What follows belongs to an exercise in optimizing a design on an open flow for small area; a production flow would make more cautious choices.
Where RTL was checked, it was by simulation tests only, not by an equivalence proof against the original.
Power is estimated from default activity; no workload was simulated.

== rev 12 ==
// envelope_transient_shaper_unit
module envelope_transient_shaper_unit
#(
    parameter int SAMPLE_BITS = 24,
    localparam int TDATA_W = ((2 * SAMPLE_BITS + 7) / 8) * 8
) (
    input  logic                   aclk,
    input  logic                   aresetn,
    input  logic                   cfg_wr_en,
    input  logic [1:0]             cfg_index,
    input  logic [22:0]            cfg_wdata,
    input  logic                   s_tvalid,
    output logic                   s_tready,
    input  logic [TDATA_W-1:0]     s_tdata,
    input  logic                   s_tuser,
    output logic                   m_tvalid,
    input  logic                   m_tready,
    output logic [TDATA_W-1:0]     m_tdata,
    output logic                   m_tuser
);
Size in the first run: about 960 cells after synthesis, ~130 I/O pins, roughly 10000 µm² of cells after synthesis.
Settings: LEC_CHECK=0, CAP_MARGIN=20, CORE_MARGIN=2, CORE_UTILIZATION=40, SLEW_MARGIN=20; clock period 9.0 ns.
standard.sh (not shown) runs the stock make flow with config.mk's settings and CLKGATE_MAP_FILE= SYNTH_SCRIPT=/design/flow/synth_recipe.tcl, a recipe that flattens the netlist after the stock synthesis.
==> flow/flow/run.sh <==
#!/bin/bash
# The standard layout (standard.sh), with two changes to how it is built:
# the port buffers use the smallest buffer cell, and the clock tree uses a
# strong root buffer with small leaf buffers.
set -e
export BUFFER_PORTS_ARGS="-buffer_cell sky130_fd_sc_hd__buf_1"
export CTS_ARGS="-sink_clustering_enable -repair_clock_nets -root_buf sky130_fd_sc_hd__clkbuf_16 -buf_list sky130_fd_sc_hd__clkbuf_8"
bash standard.sh > standard.log 2>&1
Rev 12: no failed stages, no open violations at the end
Modified inputs, rev 13 compared to rev 12
--- a/flow/design.v
+++ b/flow/design.v
@@ -29,38 +29,36 @@
     output logic                   s_tready,
     input  logic [TDATA_W-1:0]     s_tdata,
     input  logic                   s_tuser,
     output logic                   m_tvalid,
     input  logic                   m_tready,
     output logic [TDATA_W-1:0]     m_tdata,
     output logic                   m_tuser
 );
     logic [22:0] thr_reg;
     logic [15:0] att_reg;
     logic [15:0] sus_reg;
     logic        two_reg;
-    always_ff @(posedge aclk) begin
-        if (!aresetn) begin
-            thr_reg <= 23'd8389;
-            att_reg <= 16'd4096;
-            sus_reg <= 16'd4096;
-            two_reg <= 1'b1;
-        end else if (cfg_wr_en) begin
-            case (cfg_index)
-                2'd0: thr_reg <= cfg_wdata;
-                2'd1: att_reg <= cfg_wdata[15:0];
-                2'd2: sus_reg <= cfg_wdata[15:0];
-                default: two_reg <= cfg_wdata[0];
-            endcase
-        end
+    wire        cfg_ld0 = !aresetn || (cfg_wr_en && cfg_index == 2'd0);
+    wire        cfg_ld1 = !aresetn || (cfg_wr_en && cfg_index == 2'd1);
+    wire        cfg_ld2 = !aresetn || (cfg_wr_en && cfg_index == 2'd2);
+    wire        cfg_ld3 = !aresetn || (cfg_wr_en && cfg_index == 2'd3);
+    wire [22:0] thr_d = aresetn ? cfg_wdata : 23'd8389;
+    wire [15:0] gain_d = aresetn ? cfg_wdata[15:0] : 16'd4096;
+    wire        two_d = aresetn ? cfg_wdata[0] : 1'b1;
+    always_ff @(posedge aclk) begin
+        if (cfg_ld0) thr_reg <= thr_d;
+        if (cfg_ld1) att_reg <= gain_d;
+        if (cfg_ld2) sus_reg <= gain_d;
+        if (cfg_ld3) two_reg <= two_d;
     end
     localparam logic [1:0] S_CLR = 2'd0, S_IDLE = 2'd1, S_ENV = 2'd2, S_MUL = 2'd3;
     logic [1:0] st_reg;
     logic [4:0] cnt_reg;
     logic [2:0] ph_reg;
     logic       vld_reg;
     logic       trn_reg;    
     logic       tru_reg;    
     wire in_env  = (st_reg == S_ENV);
     wire in_mul  = (st_reg == S_MUL);
     wire in_clr  = (st_reg == S_CLR);
     wire c0      = (cnt_reg == 5'd0);
Notes after the runs:
Between rev 13 and rev 12, it is rev 13 whose clock network fraction of design power is lower, by 4.2 points.
Rev 13 vs rev 12: count of unique library cells instantiated by Yosys up
Rev 13 vs rev 12: routability congestion estimate from global placement down in rev 13
On rev 13: critical path depth is 1 higher than what rev 12 gave.
Looking only at sequential share of layout area, and setting everything else aside, the lower value of rev 13 and rev 12 goes to rev 12.
Rev 13 vs rev 12 on overall fraction of global-route tracks in use: rev 13 is the lower one.
For rev 13, only the layout was checked, not whether the RTL still works.

---

## old
The RTL this note starts from:
==> flow/design.v <==
module etsu_rca #(
    parameter int W = 4
) (
    input  logic [W-1:0] a,
    input  logic [W-1:0] b,
    input  logic         ci,
    output logic [W-1:0] s,
    output logic         co
);
    logic [W:0] c;
    assign c[0] = ci;
    for (genvar i = 0; i < W; i++) begin : g_fa
        assign s[i]   = a[i] ^ b[i] ^ c[i];
        assign c[i+1] = (a[i] & b[i]) | (a[i] & c[i]) | (b[i] & c[i]);
    end
    assign co = c[W];
endmodule
module envelope_transient_shaper_unit
#(
    parameter int SAMPLE_BITS = 24,
    localparam int TDATA_W = ((2 * SAMPLE_BITS + 7) / 8) * 8
) (
    input  logic                   aclk,
    input  logic                   aresetn,
    input  logic                   cfg_wr_en,
    input  logic [1:0]             cfg_index,
    input  logic [22:0]            cfg_wdata,
    input  logic                   s_tvalid,
    output logic                   s_tready,
    input  logic [TDATA_W-1:0]     s_tdata,
    input  logic                   s_tuser,
    output logic                   m_tvalid,
    input  logic                   m_tready,
    output logic [TDATA_W-1:0]     m_tdata,
    output logic                   m_tuser
);
    logic [20:0] thr_reg;    
    logic [15:0] att_reg;
    logic [15:0] sus_reg;
    logic        two_reg;
    always_ff @(posedge aclk) begin
        if (!aresetn) begin
            thr_reg <= 21'd8389;
            att_reg <= 16'd4096;
            sus_reg <= 16'd4096;
            two_reg <= 1'b1;
        end else if (cfg_wr_en) begin
            case (cfg_index)
                2'd0: thr_reg <= {|cfg_wdata[22:20], cfg_wdata[19:0]};
                2'd1: att_reg <= cfg_wdata[15:0];
                2'd2: sus_reg <= cfg_wdata[15:0];
                default: two_reg <= cfg_wdata[0];
            endcase
        end
    end
    localparam logic [1:0] S_CLR = 2'd0, S_IDLE = 2'd1, S_ENV = 2'd2, S_MUL = 2'd3;
    logic [1:0] st_reg;
    logic [4:0] cnt_reg;
    logic [2:0] ph_reg;
    logic       vld_reg;
    logic       trn_reg;    
    logic       tru_reg;    
    wire in_env  = (st_reg == S_ENV);
    wire in_mul  = (st_reg == S_MUL);
    wire in_clr  = (st_reg == S_CLR);
    wire c0      = (cnt_reg == 5'd0);
    wire out_free = !vld_reg || m_tready;
    wire env_done = in_env && (cnt_reg == 5'd13);
    wire env_cmp  = in_env && (cnt_reg == 5'd12);
    wire mul_last = in_mul && (cnt_reg == 5'd16);
    wire blk      = s_tuser;
    assign s_tready = mul_last;
    always_ff @(posedge aclk) begin
        ph_reg <= aresetn ? ph_reg + 3'd1 : 3'd0;
        if (!aresetn) begin
            st_reg  <= S_CLR;
            cnt_reg <= 5'd0;
            vld_reg <= 1'b0;
        end else begin
            if (mul_last) vld_reg <= 1'b1;
            else if (m_tready) vld_reg <= 1'b0;
            case (st_reg)
                S_CLR: begin
                    cnt_reg <= cnt_reg + 5'd1;
                    if (cnt_reg == 5'd7) st_reg <= S_IDLE;
                end
                S_IDLE: begin
                    cnt_reg <= 5'd0;
                    if (s_tvalid && ph_reg == 3'd7) st_reg <= S_ENV;
                end
                S_ENV: begin
                    if (!env_done) cnt_reg <= cnt_reg + 5'd1;
                    else if (out_free) begin
                        cnt_reg <= 5'd0;
                        st_reg  <= S_MUL;
                    end
                end
                default: begin
                    cnt_reg <= cnt_reg + 5'd1;
                    if (mul_last) st_reg <= S_IDLE;
                end
            endcase
        end
    end
    logic [3:0] ev [8];
    logic       ev_wr;
    logic [3:0] ev_wd;
    always_ff @(posedge aclk) begin
        for (int p = 0; p < 8; p++) begin
            if (p == 3 && ev_wr) ev[p] <= ev_wd;
            else ev[p] <= ev[(p + 1) % 8];
        end
    end
    wire [2:0]  dsel = cnt_reg[2:0];
    wire        lv_in = in_env && (cnt_reg <= 5'd5);
    logic [3:0] dig_l, dig_r;
    always_comb begin
        dig_l = 4'd0;
        dig_r = 4'd0;
        for (int k = 0; k < 6; k++) begin
            if (dsel == 3'(k)) begin
                dig_l = s_tdata[4*k +: 4];
                dig_r = s_tdata[24 + 4*k +: 4];
            end
        end
    end
    wire        sgn_l = s_tdata[23];
    wire        sgn_r = two_reg ? s_tdata[47] : s_tdata[23];
    wire [3:0]  dig_r2 = two_reg ? dig_r : dig_l;
    logic       cy_r, cy_v, cy_d, cy_t, cy_1, cy_2, cy_3, cy_e, cy_c;
    logic [3:0] lva;        
    logic [2:0] lvb;        
    logic       dsr;        
    logic [1:0] tsr;        
    logic [3:0] t2a, t2b;   
    logic       ysr;        
    logic       y14;
    wire first = in_env && c0;
    wire [3:0] ml = lv_in ? (dig_l ^ {4{sgn_l}}) : 4'd0;
    wire [3:0] mr = lv_in ? (dig_r2 ^ {4{sgn_r}}) : 4'd0;
    wire [3:0] mag_r, lvd;
    wire       co_r, co_v;
    etsu_rca #(4) u_mr (.a(mr), .b(4'd0), .ci(cy_r | (first & sgn_r)), .s(mag_r), .co(co_r));
    etsu_rca #(4) u_lv (.a(ml), .b(mag_r), .ci(cy_v | (first & sgn_l)), .s(lvd), .co(co_v));
    wire [3:0] lev = {lva[0], lvb};
    wire       pv_ok = !blk;
    wire [3:0] pv0 = (pv_ok && cnt_reg <= 5'd7) ? ev[0] : 4'd0;
    wire [3:0] dd;
    wire       co_d;
    etsu_rca #(4) u_d (.a(lev), .b(~pv0), .ci(cy_d | first), .s(dd), .co(co_d));
    wire [3:0] dg = in_env ? dd : 4'd0;
    wire [3:0] td;
    wire       co_t;
    etsu_rca #(4) u_t (.a(dg), .b({dg[2:0], dsr}), .ci(cy_t), .s(td), .co(co_t));
    wire [3:0] t2 = {td[1:0], tsr};
    wire [3:0] y1, y2, y3;
    wire       co_1, co_2, co_3;
    etsu_rca #(4) u_y1 (.a(dg), .b(t2),  .ci(cy_1), .s(y1), .co(co_1));
    etsu_rca #(4) u_y2 (.a(y1), .b(t2a), .ci(cy_2), .s(y2), .co(co_2));
    etsu_rca #(4) u_y3 (.a(y2), .b(t2b), .ci(cy_3), .s(y3), .co(co_3));
    wire [3:0] qd = {y3[2:0], ysr};
    wire       q0 = (cnt_reg == 5'd4);
    wire [3:0] pv4 = pv_ok ? ev[4] : 4'd0;
    wire [3:0] ed;
    wire       co_e;
    etsu_rca #(4) u_e (.a(pv4), .b(qd), .ci(q0 ? y14 : cy_e), .s(ed), .co(co_e));
    assign ev_wr = in_clr || (in_env && cnt_reg >= 5'd4 && cnt_reg <= 5'd11);
    assign ev_wd = in_clr ? 4'd0 : ed;
    logic [3:0] td_thr;
    always_comb begin
        td_thr = 4'd0;
        case (cnt_reg)
            5'd6:  td_thr = thr_reg[3:0];
            5'd7:  td_thr = thr_reg[7:4];
            5'd8:  td_thr = thr_reg[11:8];
            5'd9:  td_thr = thr_reg[15:12];
            5'd10: td_thr = thr_reg[19:16];
            5'd11: td_thr = {3'b000, thr_reg[20]};
            default: td_thr = 4'd0;
        endcase
    end
    wire [3:0] cd;
    wire       co_c;
    etsu_rca #(4) u_c (.a(qd), .b(~td_thr), .ci(q0 ? y14 : cy_c), .s(cd), .co(co_c));
    always_ff @(posedge aclk) begin
        cy_r <= co_r; cy_v <= co_v; cy_d <= co_d; cy_t <= co_t;
        cy_1 <= co_1; cy_2 <= co_2; cy_3 <= co_3;
        lva <= lvd; lvb <= lva[3:1]; dsr <= dg[3]; tsr <= td[3:2];
        t2a <= t2; t2b <= t2a; ysr <= y3[3];
        cy_e <= co_e;
        cy_c <= co_c;
        if (in_env && cnt_reg == 5'd3) y14 <= y3[2];
        if (env_cmp) trn_reg <= !blk && !cd[3];
    end
    wire [3:0] gi = cnt_reg[3:0];
    function automatic logic mux16(input logic [15:0] v, input logic [3:0] i);
        logic [7:0] m8;
        logic [3:0] m4;
        logic [1:0] m2;
        m8 = i[0] ? {v[15], v[13], v[11], v[9], v[7], v[5], v[3], v[1]}
                  : {v[14], v[12], v[10], v[8], v[6], v[4], v[2], v[0]};
        m4 = i[1] ? {m8[7], m8[5], m8[3], m8[1]} : {m8[6], m8[4], m8[2], m8[0]};
        m2 = i[2] ? {m4[3], m4[1]} : {m4[2], m4[0]};
        mux16 = i[3] ? m2[1] : m2[0];
    endfunction
    wire       att_b = mux16(att_reg, gi);
    wire       sus_b = mux16(sus_reg, gi);
    wire       mstep = in_mul && !cnt_reg[4];
    wire       gbit  = mstep && (blk ? (gi == 4'd12) : (trn_reg ? att_b : sus_b));
    wire       rnd   = in_mul && (cnt_reg == 5'd11);
    wire       mfirst = in_mul && c0;
    logic      bdel;
    wire [23:0] xl = s_tdata[23:0];
    wire [23:0] xr = s_tdata[47:24];
    logic [10:0] lo_l, lo_r;    
    logic [11:0] hi_l, hi_r;    
    logic        mb_l, mb_r;    
    logic        cl_l, cl_r;    
    logic [3:0]  pl_l, pl_r;    
    wire [12:0] ha_l = mfirst ? 13'd0 : {hi_l[11], hi_l};
    wire [12:0] ha_r = mfirst ? 13'd0 : {hi_r[11], hi_r};
    wire [12:0] hb_l = (bdel && !mfirst) ? {xl[23], xl[23:12]} : 13'd0;
    wire [12:0] hb_r = (bdel && !mfirst) ? {xr[23], xr[23:12]} : 13'd0;
    wire [12:0] hs_l, hs_r;
    wire        hco_l, hco_r;
    etsu_rca #(13) u_hl (.a(ha_l), .b(hb_l), .ci(cl_l & !mfirst), .s(hs_l), .co(hco_l));
    etsu_rca #(13) u_hr (.a(ha_r), .b(hb_r), .ci(cl_r & !mfirst), .s(hs_r), .co(hco_r));
    wire [11:0] la_l = mfirst ? 12'd0 : {hs_l[0], lo_l};
    wire [11:0] la_r = mfirst ? 12'd0 : {hs_r[0], lo_r};
    wire [11:0] lb_l = gbit ? xl[11:0] : 12'd0;
    wire [11:0] lb_r = gbit ? xr[11:0] : 12'd0;
    wire [11:0] ls_l, ls_r;
    wire        lco_l, lco_r;
    etsu_rca #(12) u_ll (.a(la_l), .b(lb_l), .ci(rnd), .s(ls_l), .co(lco_l));
    etsu_rca #(12) u_lr (.a(la_r), .b(lb_r), .ci(rnd), .s(ls_r), .co(lco_r));
    always_ff @(posedge aclk) begin
        if (in_mul) begin
            bdel <= gbit;
            hi_l <= hs_l[12:1];
            hi_r <= hs_r[12:1];
            mb_l <= hs_l[0];
            mb_r <= hs_r[0];
            if (mstep) begin
                lo_l <= ls_l[11:1];
                lo_r <= ls_r[11:1];
                cl_l <= lco_l;
                cl_r <= lco_r;
                pl_l <= {ls_l[0], pl_l[3:1]};
                pl_r <= {ls_r[0], pl_r[3:1]};
            end
        end
        if (mul_last) tru_reg <= trn_reg;
    end
    function automatic logic [23:0] clamp(input logic [27:0] r);
        if ((&r[27:23]) || !(|r[27:23])) clamp = r[23:0];
        else clamp = r[27] ? 24'h800000 : 24'h7FFFFF;
    endfunction
    assign m_tvalid = vld_reg;
    assign m_tdata  = {clamp({hi_r, mb_r, lo_r, pl_r}), clamp({hi_l, mb_l, lo_l, pl_l})};
    assign m_tuser  = tru_reg;
endmodule
Settings: LEC_CHECK=0, CAP_MARGIN=20, CORE_MARGIN=2, CORE_UTILIZATION=40, SLEW_MARGIN=20; clock period 9.0 ns.
Scripts as last shown in full above: flow/flow/run.sh
### old -> new
-- flow/design.v --
<<< old, line 35
    output logic                   m_tuser
);
    logic [20:0] thr_reg;    
    logic [15:0] att_reg;
    logic [15:0] sus_reg;
>>> new, line 35
    output logic                   m_tuser
);
    logic [22:0] thr_reg;
    logic [15:0] att_reg;
    logic [15:0] sus_reg;
<<< old, line 41
    always_ff @(posedge aclk) begin
        if (!aresetn) begin
            thr_reg <= 21'd8389;
            att_reg <= 16'd4096;
            sus_reg <= 16'd4096;
>>> new, line 41
    always_ff @(posedge aclk) begin
        if (!aresetn) begin
            thr_reg <= 23'd8389;
            att_reg <= 16'd4096;
            sus_reg <= 16'd4096;
<<< old, line 47
        end else if (cfg_wr_en) begin
            case (cfg_index)
                2'd0: thr_reg <= {|cfg_wdata[22:20], cfg_wdata[19:0]};
                2'd1: att_reg <= cfg_wdata[15:0];
                2'd2: sus_reg <= cfg_wdata[15:0];
>>> new, line 47
        end else if (cfg_wr_en) begin
            case (cfg_index)
                2'd0: thr_reg <= cfg_wdata;
                2'd1: att_reg <= cfg_wdata[15:0];
                2'd2: sus_reg <= cfg_wdata[15:0];
<<< old, line 135
    logic [3:0] t2a, t2b;   
    logic       ysr;        
    logic       y14;
    wire first = in_env && c0;
    wire [3:0] ml = lv_in ? (dig_l ^ {4{sgn_l}}) : 4'd0;
>>> new, line 135
    logic [3:0] t2a, t2b;   
    logic       ysr;        
    wire first = in_env && c0;
    wire [3:0] ml = lv_in ? (dig_l ^ {4{sgn_l}}) : 4'd0;
<<< old, line 160
    etsu_rca #(4) u_y3 (.a(y2), .b(t2b), .ci(cy_3), .s(y3), .co(co_3));
    wire [3:0] qd = {y3[2:0], ysr};
    wire       q0 = (cnt_reg == 5'd4);
    wire [3:0] pv4 = pv_ok ? ev[4] : 4'd0;
    wire [3:0] ed;
    wire       co_e;
    etsu_rca #(4) u_e (.a(pv4), .b(qd), .ci(q0 ? y14 : cy_e), .s(ed), .co(co_e));
    assign ev_wr = in_clr || (in_env && cnt_reg >= 5'd4 && cnt_reg <= 5'd11);
    assign ev_wd = in_clr ? 4'd0 : ed;
>>> new, line 159
    etsu_rca #(4) u_y3 (.a(y2), .b(t2b), .ci(cy_3), .s(y3), .co(co_3));
    wire [3:0] qd = {y3[2:0], ysr};
    wire       y14_at = in_env && (cnt_reg == 5'd3);   
    wire [3:0] pv4 = pv_ok ? ev[4] : 4'd0;
    wire [3:0] ed;
    wire       co_e;
    etsu_rca #(4) u_e (.a(pv4), .b(qd), .ci(cy_e), .s(ed), .co(co_e));
    assign ev_wr = in_clr || (in_env && cnt_reg >= 5'd4 && cnt_reg <= 5'd11);
    assign ev_wd = in_clr ? 4'd0 : ed;
<<< old, line 176
            5'd9:  td_thr = thr_reg[15:12];
            5'd10: td_thr = thr_reg[19:16];
            5'd11: td_thr = {3'b000, thr_reg[20]};
            default: td_thr = 4'd0;
        endcase
>>> new, line 175
            5'd9:  td_thr = thr_reg[15:12];
            5'd10: td_thr = thr_reg[19:16];
            5'd11: td_thr = {1'b0, thr_reg[22:20]};
            default: td_thr = 4'd0;
        endcase
<<< old, line 182
    wire [3:0] cd;
    wire       co_c;
    etsu_rca #(4) u_c (.a(qd), .b(~td_thr), .ci(q0 ? y14 : cy_c), .s(cd), .co(co_c));
    always_ff @(posedge aclk) begin
        cy_r <= co_r; cy_v <= co_v; cy_d <= co_d; cy_t <= co_t;
>>> new, line 181
    wire [3:0] cd;
    wire       co_c;
    etsu_rca #(4) u_c (.a(qd), .b(~td_thr), .ci(cy_c), .s(cd), .co(co_c));
    always_ff @(posedge aclk) begin
        cy_r <= co_r; cy_v <= co_v; cy_d <= co_d; cy_t <= co_t;
<<< old, line 188
        lva <= lvd; lvb <= lva[3:1]; dsr <= dg[3]; tsr <= td[3:2];
        t2a <= t2; t2b <= t2a; ysr <= y3[3];
        cy_e <= co_e;
        cy_c <= co_c;
        if (in_env && cnt_reg == 5'd3) y14 <= y3[2];
        if (env_cmp) trn_reg <= !blk && !cd[3];
    end
>>> new, line 187
        lva <= lvd; lvb <= lva[3:1]; dsr <= dg[3]; tsr <= td[3:2];
        t2a <= t2; t2b <= t2a; ysr <= y3[3];
        cy_e <= y14_at ? y3[2] : co_e;
        cy_c <= y14_at ? y3[2] : co_c;
        if (env_cmp) trn_reg <= !blk && !cd[3];
    end
==> run notes <==
Delta(peak clock frequency supported by timing, new - old) < 0
Longest individual stage delay on the worst path: old vs new — no meaningful difference
Lower non-clock buffer count was reported by new, not old.
Relative to old, share of the final layout cell area in sequential cells has gone down in new.
Compared with old, new shows a higher number of placed cells counting well taps.
Number of sequential storage elements, old and new: larger value in new
Of old and new, the run reporting the lower die outline width was old.
Re transition at the pin with the smallest max-transition slack: old was lower than new.
No run of this note included a check of the RTL's function; only the layout flow was run.

[port drivers added, routing unchanged]
Ports are ideal in the flow. The routed layouts listed here were re-timed in OpenROAD.
Step 1: set_driving_cell puts a clkbuf_16 on aclk and a buf_2 on each other input, an assumption about the parent block.
Step 2 also shifts input and output timing later by t, the mid clock arrival at the registers, as if the neighbouring blocks saw the same clock.
Three values: ideal, step 1, step 2; two values: the first two.
| run | t, ns | setup slack, ns | worst slew at a driven data input, ns |
|---|---|---|---|
| rev 12 | 0.435 | 1.162 / 1.162 / 0.917 | 0.07 |
| rev 13 | 0.431 | 0.895 / 0.904 / 0.473 | 0.06 |
| old | 0.444 | 1.240 / 1.268 / 0.824 | 0.07 |
| new | 0.443 | 1.069 / 1.053 / 0.611 | 0.06 |
After both steps setup and hold are still met in every run listed. The setup slack of new, which loses most, moves by -0.016 ns with the drivers and by -0.458 ns with both steps.
